Source: an optimization exercise on an open RTL-to-GDS flow (aim: small area, a short achievable clock period and few clock cycles per item). Production flows keep margins and buffers that such runs may drop. At most, simulation tests tie the RTL to the original design; equivalence was not proved. Power figures rest on the tool's default switching activity, not on a simulated workload.

Setup of old:
Design rational_add_mul_reduce_core, start of the top module:
module rational_add_mul_reduce_core (
  input  logic                               clk,
  input  logic                               rst_n,
  input  logic                               in_tvalid,
  output logic                               in_tready,
  input  logic [63:0]                        in_tdata,
  input  logic [1:0]                         in_tuser,
  output logic                               out_tvalid,
  input  logic                               out_tready,
  output logic [63:0]                        out_tdata,
  output logic [0:0]                         out_tuser
);
make LEC_CHECK=0 CAP_MARGIN=20 CORE_MARGIN=2 CORE_UTILIZATION=40 SETUP_SLACK_MARGIN=5 SLEW_MARGIN=20 finish   # period 10.0 ns
run.sh (not shown) runs the stock make flow with config.mk's settings and CLKGATE_MAP_FILE= SYNTH_SCRIPT=/design/flow/synth_recipe.tcl, a recipe that flattens the netlist after the stock synthesis.
For new, these inputs were changed with respect to old:
--- a/flow/design.v
+++ b/flow/design.v
@@ -45,41 +45,43 @@
   logic [29:0] n10_nxt, n11_nxt;
   logic        eq_nxt, out_valid_nxt, neg;
   logic [31:0] dif;
   logic        ge, uv_eq, u_zero, done, both_odd, both_even;
   logic [30:0] du;
   logic [29:0] dv;
   logic [31:0] sum0;
   logic [29:0] sum1;
-  logic [SW-1:0] s_d, s_u, s_v, s_uu, s_vv, s_c0, s_c1;
+  logic [SW-1:0] s_d, s_u, s_v, s_b, s_uu, s_vv, s_c0, s_c1;
   assign dif       = {1'b0, u_r} - {2'b0, v_r};
   assign ge        = !dif[31];
   assign du        = dif[30:0];
   assign dv        = v_r - u_r[29:0];
   assign uv_eq     = (u_r == {1'b0, v_r});
   assign u_zero    = (u_r == '0);
   assign done      = uv_eq || u_zero;
   assign sum0      = n00_r + n01_r;
   assign sum1      = n10_r + n11_r;
   assign both_odd  = u_r[0] & v_r[0];
   assign both_even = !u_r[0] & !v_r[0];
   always_comb begin
     s_d = SW'(K);
     s_u = SW'(K);
     s_v = SW'(K);
+    s_b = SW'(K);
     for (int i = K - 1; i >= 1; i--) begin
       if (du[i])           s_d = SW'(i);
       if (u_r[i])          s_u = SW'(i);
       if (v_r[i])          s_v = SW'(i);
+      if (u_r[i] | v_r[i]) s_b = SW'(i);
     end
-    s_uu = both_odd ? s_d : s_u;
-    s_vv = both_odd ? s_d : s_v;
-    s_c0 = both_odd ? s_d : (both_even ? s_u - s_v : s_u);
-    s_c1 = both_odd ? s_d : (both_even ? s_v - s_u : s_v);
+    s_uu = both_odd ? s_d : (both_even ? s_b : s_u);
+    s_vv = both_odd ? s_d : (both_even ? s_b : s_v);
+    s_c0 = both_odd ? s_d : s_u;
+    s_c1 = both_odd ? s_d : s_v;
   end
   logic [30:0] u_sh;
   logic [29:0] v_sh;
   logic [31:0] n00_sh, n01_sh;
   logic [29:0] n10_sh, n11_sh;
   assign u_sh   = (both_odd ? du : u_r) >> s_uu;
   assign v_sh   = (both_odd ? dv : v_r) >> s_vv;
   assign n00_sh = n00_r << s_c0;
@@ -229,24 +231,24 @@
         if (uv_eq) begin
           n01_nxt = sum0;
           n11_nxt = sum1;
         end else begin
           if (both_even || !u_r[0] || (both_odd && ge))
             u_nxt = u_sh;
           if (both_even || !v_r[0] || (both_odd && !ge))
             v_nxt = v_sh;
-          if ((!u_r[0] && v_r[0]) || (both_odd && ge) || (both_even && s_u > s_v)) begin
+          if ((!u_r[0] && v_r[0]) || (both_odd && ge)) begin
             n00_nxt = n00_sh;
             n10_nxt = n10_sh;
           end else if (both_odd) begin
             n00_nxt = sum0;
             n10_nxt = sum1;
           end
-          if ((u_r[0] && !v_r[0]) || (both_odd && !ge) || (both_even && s_v > s_u)) begin
+          if ((u_r[0] && !v_r[0]) || (both_odd && !ge)) begin
             n01_nxt = n01_sh;
             n11_nxt = n11_sh;
           end else if (both_odd && ge) begin
             n01_nxt = sum0;
             n11_nxt = sum1;
           end
         end
       end
==> comparison <==
In the metrics for old and new, the one carrying the higher average size of a mapped cell is new.
Sort old and new by overall power, descending, and old comes first.
Looking at post-DP HPWL, new sits 5.5 mm lower than old does.
Summary of new over old: synthesized cell count -2.9%, critical path depth -5.
For new, the slowest stage cell on the critical path was sky130_fd_sc_hd__mux2i_4, unlike old, where it was sky130_fd_sc_hd__o311ai_1.
new reports a lower depth of the most critical reg-to-reg path than old does.
For new, the launching element of the worst setup path was yb_r, unlike old, where it was u_r[24].
new reports a lower final period demand of the worst path than old does.
The lower sequential share of layout area of old and new is in old.
For the share of the synthesized area in compound gates (AO/OA/AOI/OAI), new came in 0.38 points higher than old did.
old → new: setup slack increased by 0.064 ns relative to the old numbers; post-route core utilization went down by 0.18 points; wire length decreased 8.6%; register area share after synthesis went up 0.58 points; initial cell density of the core held.
Testbench counts of new, summed over its fixed seeds: cycles 33,070, items 1,920.
The RTL of old was laid out without a check of its function.


The RTL this note starts from:
==> flow/design.v <==
module rational_add_mul_reduce_core (
  input  logic                               clk,
  input  logic                               rst_n,
  input  logic                               in_tvalid,
  output logic                               in_tready,
  input  logic [63:0]                        in_tdata,
  input  logic [1:0]                         in_tuser,
  output logic                               out_tvalid,
  input  logic                               out_tready,
  output logic [63:0]                        out_tdata,
  output logic [0:0]                         out_tuser
);
  localparam int K  = 4;               
  localparam int SW = $clog2(K + 1);
  localparam logic [1:0] REQ_MUL  = 2'd0;
  localparam logic [1:0] REQ_ADD  = 2'd1;
  localparam logic [1:0] REQ_CMP  = 2'd2;
  localparam logic [1:0] REQ_NONE = 2'd3;
  localparam logic [1:0] S_FREE = 2'd0;
  localparam logic [1:0] S_M2   = 2'd1;
  localparam logic [1:0] S_M3   = 2'd2;
  localparam logic [1:0] S_LOOP = 2'd3;
  logic        pend_r;
  logic [1:0]  req_r;
  logic        a_neg_r, b_neg_r;
  logic [15:0] a_mag_r, b_mag_r;
  logic [14:0] a_den_r, b_den_r;
  logic [1:0]  pidx_r;                   
  logic        xa_r, yb_r;               
  logic [31:0] hs_r, hc_r;               
  logic        hv_r;                     
  logic [1:0]  w_req_r;
  logic        w_aneg_r, w_bneg_r, w_azero_r;
  logic [1:0]  st_r;
  logic [30:0] u_r;
  logic [29:0] v_r;
  logic [31:0] n00_r, n01_r;    
  logic [29:0] n10_r, n11_r;    
  logic        eq_r;
  logic        out_valid_r;
  logic [1:0]  st_nxt;
  logic [30:0] u_nxt;
  logic [29:0] v_nxt;
  logic [31:0] n00_nxt, n01_nxt;
  logic [29:0] n10_nxt, n11_nxt;
  logic        eq_nxt, out_valid_nxt, neg;
  logic [31:0] dif;
  logic        ge, uv_eq, u_zero, done, both_odd, both_even;
  logic [30:0] du;
  logic [29:0] dv;
  logic [31:0] sum0;
  logic [29:0] sum1;
  logic [SW-1:0] s_d, s_u, s_v, s_b, s_uu, s_vv, s_c0, s_c1;
  assign dif       = {1'b0, u_r} - {2'b0, v_r};
  assign ge        = !dif[31];
  assign du        = dif[30:0];
  assign dv        = v_r - u_r[29:0];
  assign uv_eq     = (u_r == {1'b0, v_r});
  assign u_zero    = (u_r == '0);
  assign done      = uv_eq || u_zero;
  assign sum0      = n00_r + n01_r;
  assign sum1      = n10_r + n11_r;
  assign both_odd  = u_r[0] & v_r[0];
  assign both_even = !u_r[0] & !v_r[0];
  always_comb begin
    s_d = SW'(K);
    s_u = SW'(K);
    s_v = SW'(K);
    s_b = SW'(K);
    for (int i = K - 1; i >= 1; i--) begin
      if (du[i])           s_d = SW'(i);
      if (u_r[i])          s_u = SW'(i);
      if (v_r[i])          s_v = SW'(i);
      if (u_r[i] | v_r[i]) s_b = SW'(i);
    end
    s_uu = both_odd ? s_d : (both_even ? s_b : s_u);
    s_vv = both_odd ? s_d : (both_even ? s_b : s_v);
    s_c0 = both_odd ? s_d : s_u;
    s_c1 = both_odd ? s_d : s_v;
  end
  logic [30:0] u_sh;
  logic [29:0] v_sh;
  logic [31:0] n00_sh, n01_sh;
  logic [29:0] n10_sh, n11_sh;
  assign u_sh   = (both_odd ? du : u_r) >> s_uu;
  assign v_sh   = (both_odd ? dv : v_r) >> s_vv;
  assign n00_sh = n00_r << s_c0;
  assign n10_sh = n10_r << s_c0;
  assign n01_sh = n01_r << s_c1;
  assign n11_sh = n11_r << s_c1;
  logic [15:0] in_a_num, in_b_num;
  logic [14:0] in_a_den, in_b_den;
  assign in_a_num = in_tdata[15:0];
  assign in_a_den = in_tdata[30:16];
  assign in_b_num = in_tdata[46:31];
  assign in_b_den = in_tdata[61:47];
  logic       out_free, m1_go, m2_go, m3_go, none_go, h_take, h_load, last;
  logic       consume, consume_early, accept;
  logic [1:0] pidx_nxt, req_nxt;
  assign out_free = !out_valid_r || out_tready;
  assign m1_go    = hv_r && ((st_r == S_FREE) || (st_r == S_LOOP && done) ||
                            (st_r == S_M3 && w_req_r == REQ_CMP));
  assign m2_go    = hv_r && (st_r == S_M2) && out_free;
  assign m3_go    = (st_r == S_M3) && (hv_r || w_req_r == REQ_CMP);
  assign none_go  = !hv_r && (st_r == S_FREE) && pend_r && (req_r == REQ_NONE) && out_free;
  assign h_take   = m1_go || m2_go || (m3_go && w_req_r != REQ_CMP);
  assign h_load   = pend_r && (req_r != REQ_NONE) && (!hv_r || h_take);
  assign last     = (pidx_r == ((req_r == REQ_ADD) ? 2'd2 : 2'd1));
  assign consume  = (h_load && last) || none_go;
  always_comb begin
    consume_early = 1'b0;
    if (pend_r) begin
      if (req_r == REQ_NONE)
        consume_early = (st_r == S_FREE) && !hv_r && !out_valid_r;
      else
        consume_early = last && (!hv_r || st_r == S_FREE || st_r == S_M3 ||
                                 (st_r == S_M2 && !out_valid_r));
    end
  end
  assign in_tready = !pend_r || consume_early;
  assign accept    = in_tvalid && in_tready;
  assign pidx_nxt = consume ? 2'd0 : (h_load ? pidx_r + 2'd1 : pidx_r);
  assign req_nxt  = accept ? in_tuser : req_r;
  logic [15:0] mul_x, mul_y;
  logic [31:0] mul_p;
  assign mul_x = xa_r ? a_mag_r : {1'b0, a_den_r};
  assign mul_y = yb_r ? b_mag_r : {1'b0, b_den_r};
  assign mul_p = hs_r + hc_r;
  function automatic logic [63:0] csa(input logic [31:0] a, input logic [31:0] b,
                                      input logic [31:0] c);
    csa = {((a & b) | (a & c) | (b & c)) << 1, a ^ b ^ c};
  endfunction
  logic [31:0] pp [15];
  logic [63:0] l1 [5];
  logic [63:0] l2 [3];
  logic [63:0] l3 [2];
  logic [63:0] l4, l5, l6;
  always_comb begin
    pp[0] = mul_x[15] ? {1'b0, mul_y, 15'd0} :
            mul_y[15] ? {1'b0, mul_x, 15'd0} :
            mul_y[0]  ? {17'd0, mul_x[14:0]} : 32'd0;
    for (int i = 1; i < 15; i++)
      pp[i] = mul_y[i] ? (32'(mul_x[14:0]) << i) : 32'd0;
    for (int i = 0; i < 5; i++)
      l1[i] = csa(pp[3*i], pp[3*i+1], pp[3*i+2]);
    l2[0] = csa(l1[0][31:0], l1[0][63:32], l1[1][31:0]);
    l2[1] = csa(l1[1][63:32], l1[2][31:0], l1[2][63:32]);
    l2[2] = csa(l1[3][31:0], l1[3][63:32], l1[4][31:0]);
    l3[0] = csa(l2[0][31:0], l2[0][63:32], l2[1][31:0]);
    l3[1] = csa(l2[1][63:32], l2[2][31:0], l2[2][63:32]);
    l4 = csa(l3[0][31:0], l3[0][63:32], l3[1][31:0]);
    l5 = csa(l4[31:0], l4[63:32], l3[1][63:32]);
    l6 = csa(l5[31:0], l5[63:32], l1[4][63:32]);
  end
  always_comb begin
    st_nxt        = st_r;
    u_nxt         = u_r;
    v_nxt         = v_r;
    n00_nxt       = n00_r;
    n01_nxt       = n01_r;
    n10_nxt       = n10_r;
    n11_nxt       = n11_r;
    eq_nxt        = eq_r;
    out_valid_nxt = out_valid_r && !out_tready;
    neg           = 1'b0;
    case (st_r)
      S_FREE: begin
        if (none_go) begin
          n01_nxt       = '0;
          n11_nxt       = 30'd1;
          eq_nxt        = 1'b0;
          out_valid_nxt = 1'b1;
        end
      end
      S_M2: begin
        if (m2_go) begin
          case (w_req_r)
            REQ_MUL: begin
              neg     = w_aneg_r ^ w_bneg_r;
              v_nxt   = mul_p[29:0];
              n00_nxt = neg ? 32'hFFFF_FFFF : 32'd1;
              n01_nxt = '0;
              n10_nxt = '0;
              n11_nxt = 30'd1;
              st_nxt  = S_LOOP;
            end
            REQ_CMP: begin
              v_nxt  = mul_p[29:0];
              st_nxt = S_M3;
            end
            default: begin
              v_nxt   = mul_p[29:0];
              n01_nxt = mul_p;
              st_nxt  = S_M3;
            end
          endcase
        end
      end
      S_M3: begin
        if (m3_go && w_req_r == REQ_CMP) begin
          eq_nxt        = uv_eq && ((w_aneg_r == w_bneg_r) || w_azero_r);
          n01_nxt       = '0;
          n11_nxt       = 30'd1;
          out_valid_nxt = 1'b1;
          st_nxt        = S_FREE;
        end else if (m3_go) begin
          if (w_aneg_r == w_bneg_r) begin
            u_nxt = sum0[30:0];
            neg   = w_aneg_r;
          end else if (ge) begin
            u_nxt = du;
            neg   = w_aneg_r;
          end else begin
            u_nxt = {1'b0, dv};
            neg   = w_bneg_r;
          end
          v_nxt   = mul_p[29:0];
          n00_nxt = neg ? 32'hFFFF_FFFF : 32'd1;
          n01_nxt = '0;
          n10_nxt = '0;
          n11_nxt = 30'd1;
          st_nxt  = S_LOOP;
        end
      end
      default: begin
        if (done) begin
          eq_nxt        = 1'b0;
          out_valid_nxt = 1'b1;
          st_nxt        = S_FREE;
        end
        if (uv_eq) begin
          n01_nxt = sum0;
          n11_nxt = sum1;
        end else begin
          if (both_even || !u_r[0] || (both_odd && ge))
            u_nxt = u_sh;
          if (both_even || !v_r[0] || (both_odd && !ge))
            v_nxt = v_sh;
          if ((!u_r[0] && v_r[0]) || (both_odd && ge)) begin
            n00_nxt = n00_sh;
            n10_nxt = n10_sh;
          end else if (both_odd) begin
            n00_nxt = sum0;
            n10_nxt = sum1;
          end
          if ((u_r[0] && !v_r[0]) || (both_odd && !ge)) begin
            n01_nxt = n01_sh;
            n11_nxt = n11_sh;
          end else if (both_odd && ge) begin
            n01_nxt = sum0;
            n11_nxt = sum1;
          end
        end
      end
    endcase
    if (m1_go) begin
      u_nxt   = mul_p[30:0];
      n00_nxt = mul_p;
      st_nxt  = S_M2;
    end
  end
  always_ff @(posedge clk) begin
    if (!rst_n) begin
      st_r        <= S_FREE;
      pend_r      <= 1'b0;
      pidx_r      <= 2'd0;
      hv_r        <= 1'b0;
      xa_r        <= 1'b1;
      yb_r        <= 1'b0;
      out_valid_r <= 1'b0;
    end else begin
      st_r        <= st_nxt;
      pend_r      <= accept || (pend_r && !consume);
      pidx_r      <= pidx_nxt;
      hv_r        <= h_load || (hv_r && !h_take);
      xa_r        <= (pidx_nxt == 2'd0);
      yb_r        <= (pidx_nxt == 2'd0) ? (req_nxt == REQ_MUL) :
                     ((pidx_nxt == 2'd1) && (req_nxt != REQ_MUL));
      out_valid_r <= out_valid_nxt;
    end
  end
  always_ff @(posedge clk) begin
    if (accept) begin
      req_r   <= in_tuser;
      a_neg_r <= in_a_num[15];
      b_neg_r <= in_b_num[15];
      a_mag_r <= in_a_num[15] ? (~in_a_num + 16'd1) : in_a_num;
      b_mag_r <= in_b_num[15] ? (~in_b_num + 16'd1) : in_b_num;
      a_den_r <= (in_a_den == '0) ? 15'd1 : in_a_den;
      b_den_r <= (in_b_den == '0) ? 15'd1 : in_b_den;
    end
  end
  always_ff @(posedge clk) begin
    if (m1_go) begin
      w_req_r   <= req_r;
      w_aneg_r  <= a_neg_r;
      w_bneg_r  <= b_neg_r;
      w_azero_r <= (a_mag_r == '0);
    end
  end
  always_ff @(posedge clk) begin
    if (h_load) begin
      hs_r <= l6[31:0];
      hc_r <= l6[63:32];
    end
  end
  always_ff @(posedge clk) begin
    u_r   <= u_nxt;
    v_r   <= v_nxt;
    n00_r <= n00_nxt;
    n01_r <= n01_nxt;
    n10_r <= n10_nxt;
    n11_r <= n11_nxt;
    eq_r  <= eq_nxt;
  end
  assign out_tvalid = out_valid_r;
  assign out_tdata  = {2'b00, n11_r, n01_r};
  assign out_tuser  = eq_r;
endmodule
Settings: LEC_CHECK=0, CAP_MARGIN=20, CORE_MARGIN=2, CORE_UTILIZATION=40, SETUP_SLACK_MARGIN=5, SLEW_MARGIN=20; clock period 10.0 ns.
Then changed:
--- a/flow/design.v
+++ b/flow/design.v
@@ -9,9 +9,9 @@
   input  logic                               out_tready,
   output logic [63:0]                        out_tdata,
   output logic [0:0]                         out_tuser
 );
-  localparam int K  = 4;               
+  localparam int K  = 3;               
   localparam int SW = $clog2(K + 1);
   localparam logic [1:0] REQ_MUL  = 2'd0;
   localparam logic [1:0] REQ_ADD  = 2'd1;
   localparam logic [1:0] REQ_CMP  = 2'd2;
@@ -26,9 +26,9 @@
   logic [15:0] a_mag_r, b_mag_r;
   logic [14:0] a_den_r, b_den_r;
   logic [1:0]  pidx_r;                   
   logic        xa_r, yb_r;               
-  logic [31:0] hs_r, hc_r;               
+  logic [19:0] h0_r, h1_r, h2_r, h3_r;   
   logic        hv_r;                     
   logic [1:0]  w_req_r;
   logic        w_aneg_r, w_bneg_r, w_azero_r;
   logic [1:0]  st_r;
@@ -97,14 +97,13 @@
   logic       out_free, m1_go, m2_go, m3_go, none_go, h_take, h_load, last;
   logic       consume, consume_early, accept;
   logic [1:0] pidx_nxt, req_nxt;
   assign out_free = !out_valid_r || out_tready;
-  assign m1_go    = hv_r && ((st_r == S_FREE) || (st_r == S_LOOP && done) ||
-                            (st_r == S_M3 && w_req_r == REQ_CMP));
+  assign m1_go    = hv_r && ((st_r == S_FREE) || (st_r == S_LOOP && done));
   assign m2_go    = hv_r && (st_r == S_M2) && out_free;
-  assign m3_go    = (st_r == S_M3) && (hv_r || w_req_r == REQ_CMP);
+  assign m3_go    = hv_r && (st_r == S_M3);
   assign none_go  = !hv_r && (st_r == S_FREE) && pend_r && (req_r == REQ_NONE) && out_free;
-  assign h_take   = m1_go || m2_go || (m3_go && w_req_r != REQ_CMP);
+  assign h_take   = m1_go || m2_go || m3_go;
   assign h_load   = pend_r && (req_r != REQ_NONE) && (!hv_r || h_take);
   assign last     = (pidx_r == ((req_r == REQ_ADD) ? 2'd2 : 2'd1));
   assign consume  = (h_load && last) || none_go;
   always_comb begin
@@ -124,35 +123,9 @@
   logic [15:0] mul_x, mul_y;
   logic [31:0] mul_p;
   assign mul_x = xa_r ? a_mag_r : {1'b0, a_den_r};
   assign mul_y = yb_r ? b_mag_r : {1'b0, b_den_r};
-  assign mul_p = hs_r + hc_r;
-  function automatic logic [63:0] csa(input logic [31:0] a, input logic [31:0] b,
-                                      input logic [31:0] c);
-    csa = {((a & b) | (a & c) | (b & c)) << 1, a ^ b ^ c};
-  endfunction
-  logic [31:0] pp [15];
-  logic [63:0] l1 [5];
-  logic [63:0] l2 [3];
-  logic [63:0] l3 [2];
-  logic [63:0] l4, l5, l6;
-  always_comb begin
-    pp[0] = mul_x[15] ? {1'b0, mul_y, 15'd0} :
-            mul_y[15] ? {1'b0, mul_x, 15'd0} :
-            mul_y[0]  ? {17'd0, mul_x[14:0]} : 32'd0;
-    for (int i = 1; i < 15; i++)
-      pp[i] = mul_y[i] ? (32'(mul_x[14:0]) << i) : 32'd0;
-    for (int i = 0; i < 5; i++)
-      l1[i] = csa(pp[3*i], pp[3*i+1], pp[3*i+2]);
-    l2[0] = csa(l1[0][31:0], l1[0][63:32], l1[1][31:0]);
-    l2[1] = csa(l1[1][63:32], l1[2][31:0], l1[2][63:32]);
-    l2[2] = csa(l1[3][31:0], l1[3][63:32], l1[4][31:0]);
-    l3[0] = csa(l2[0][31:0], l2[0][63:32], l2[1][31:0]);
-    l3[1] = csa(l2[1][63:32], l2[2][31:0], l2[2][63:32]);
-    l4 = csa(l3[0][31:0], l3[0][63:32], l3[1][31:0]);
-    l5 = csa(l4[31:0], l4[63:32], l3[1][63:32]);
-    l6 = csa(l5[31:0], l5[63:32], l1[4][63:32]);
-  end
+  assign mul_p = 32'(h0_r) + {8'd0, h1_r, 4'd0} + {4'd0, h2_r, 8'd0} + {h3_r, 12'd0};
   always_comb begin
     st_nxt        = st_r;
     u_nxt         = u_r;
     v_nxt         = v_r;
@@ -184,10 +157,13 @@
               n11_nxt = 30'd1;
               st_nxt  = S_LOOP;
             end
             REQ_CMP: begin
-              v_nxt  = mul_p[29:0];
-              st_nxt = S_M3;
+              eq_nxt        = (u_r == mul_p[30:0]) && ((w_aneg_r == w_bneg_r) || w_azero_r);
+              n01_nxt       = '0;
+              n11_nxt       = 30'd1;
+              out_valid_nxt = 1'b1;
+              st_nxt        = S_FREE;
             end
             default: begin
               v_nxt   = mul_p[29:0];
               n01_nxt = mul_p;
@@ -196,15 +172,9 @@
           endcase
         end
       end
       S_M3: begin
-        if (m3_go && w_req_r == REQ_CMP) begin
-          eq_nxt        = uv_eq && ((w_aneg_r == w_bneg_r) || w_azero_r);
-          n01_nxt       = '0;
-          n11_nxt       = 30'd1;
-          out_valid_nxt = 1'b1;
-          st_nxt        = S_FREE;
-        end else if (m3_go) begin
+        if (m3_go) begin
           if (w_aneg_r == w_bneg_r) begin
             u_nxt = sum0[30:0];
             neg   = w_aneg_r;
           end else if (ge) begin
@@ -299,10 +269,12 @@
     end
   end
   always_ff @(posedge clk) begin
     if (h_load) begin
-      hs_r <= l6[31:0];
-      hc_r <= l6[63:32];
+      h0_r <= mul_x * mul_y[3:0];
+      h1_r <= mul_x * mul_y[7:4];
+      h2_r <= mul_x * mul_y[11:8];
+      h3_r <= mul_x * mul_y[15:12];
     end
   end
   always_ff @(posedge clk) begin
     u_r   <= u_nxt;
What happened: Wire length climbs by about 6%. Total power climbs by about 40%. Core utilization climbs by 0.58 points. Synthesized cell count climbs by 4.5%. Via count climbs by 1.8%. Area after synthesis climbs by about 1.7%. Clock power climbs by about 8%. Clock-buffer cell count climbs by 2. Sequential share of layout area climbs by 1.1 points. First-iteration DRC count drops by about 10%. Sequential power climbs by about 3%. Critical path depth climbs by 1.
No functional check of the RTL was part of any run of this note.

## port drivers added, routing unchanged
In the flow no input, the clock included, has a driving cell. The finished layouts below were timed again as built, in two steps.
Step 1 assumes that a clkbuf_16 drives the clock port and a buf_2 every other input.
Step 2 adds t to the input delays and takes it off the output delays; t is the mean of the earliest and latest rising clock arrival at the registers after step 1. Input paths then give back, and output paths get back, about the clock's delay inside the block.
a / b / c = ideal ports / drivers / drivers and shift; a / b = the first two.
run	t (ns)	setup WS [ns]	worst register clock-pin slew, ns	pins driven straight from the clock port
old	0.641	5.100 / 5.100 / 5.015	0.06 / 0.06	1
new	0.619	5.163 / 5.146 / 5.163	0.06 / 0.06	1
the first run of note 2	0.629	5.134 / 5.134 / 5.134	0.06 / 0.06	1
the second run of note 2	0.665	5.074 / 5.008 / 4.667	0.07 / 0.07	1
After both steps every run listed still meets setup and hold. The setup slack of the second run of note 2, which loses most, moves by -0.066 ns with the drivers and by -0.407 ns with both steps.
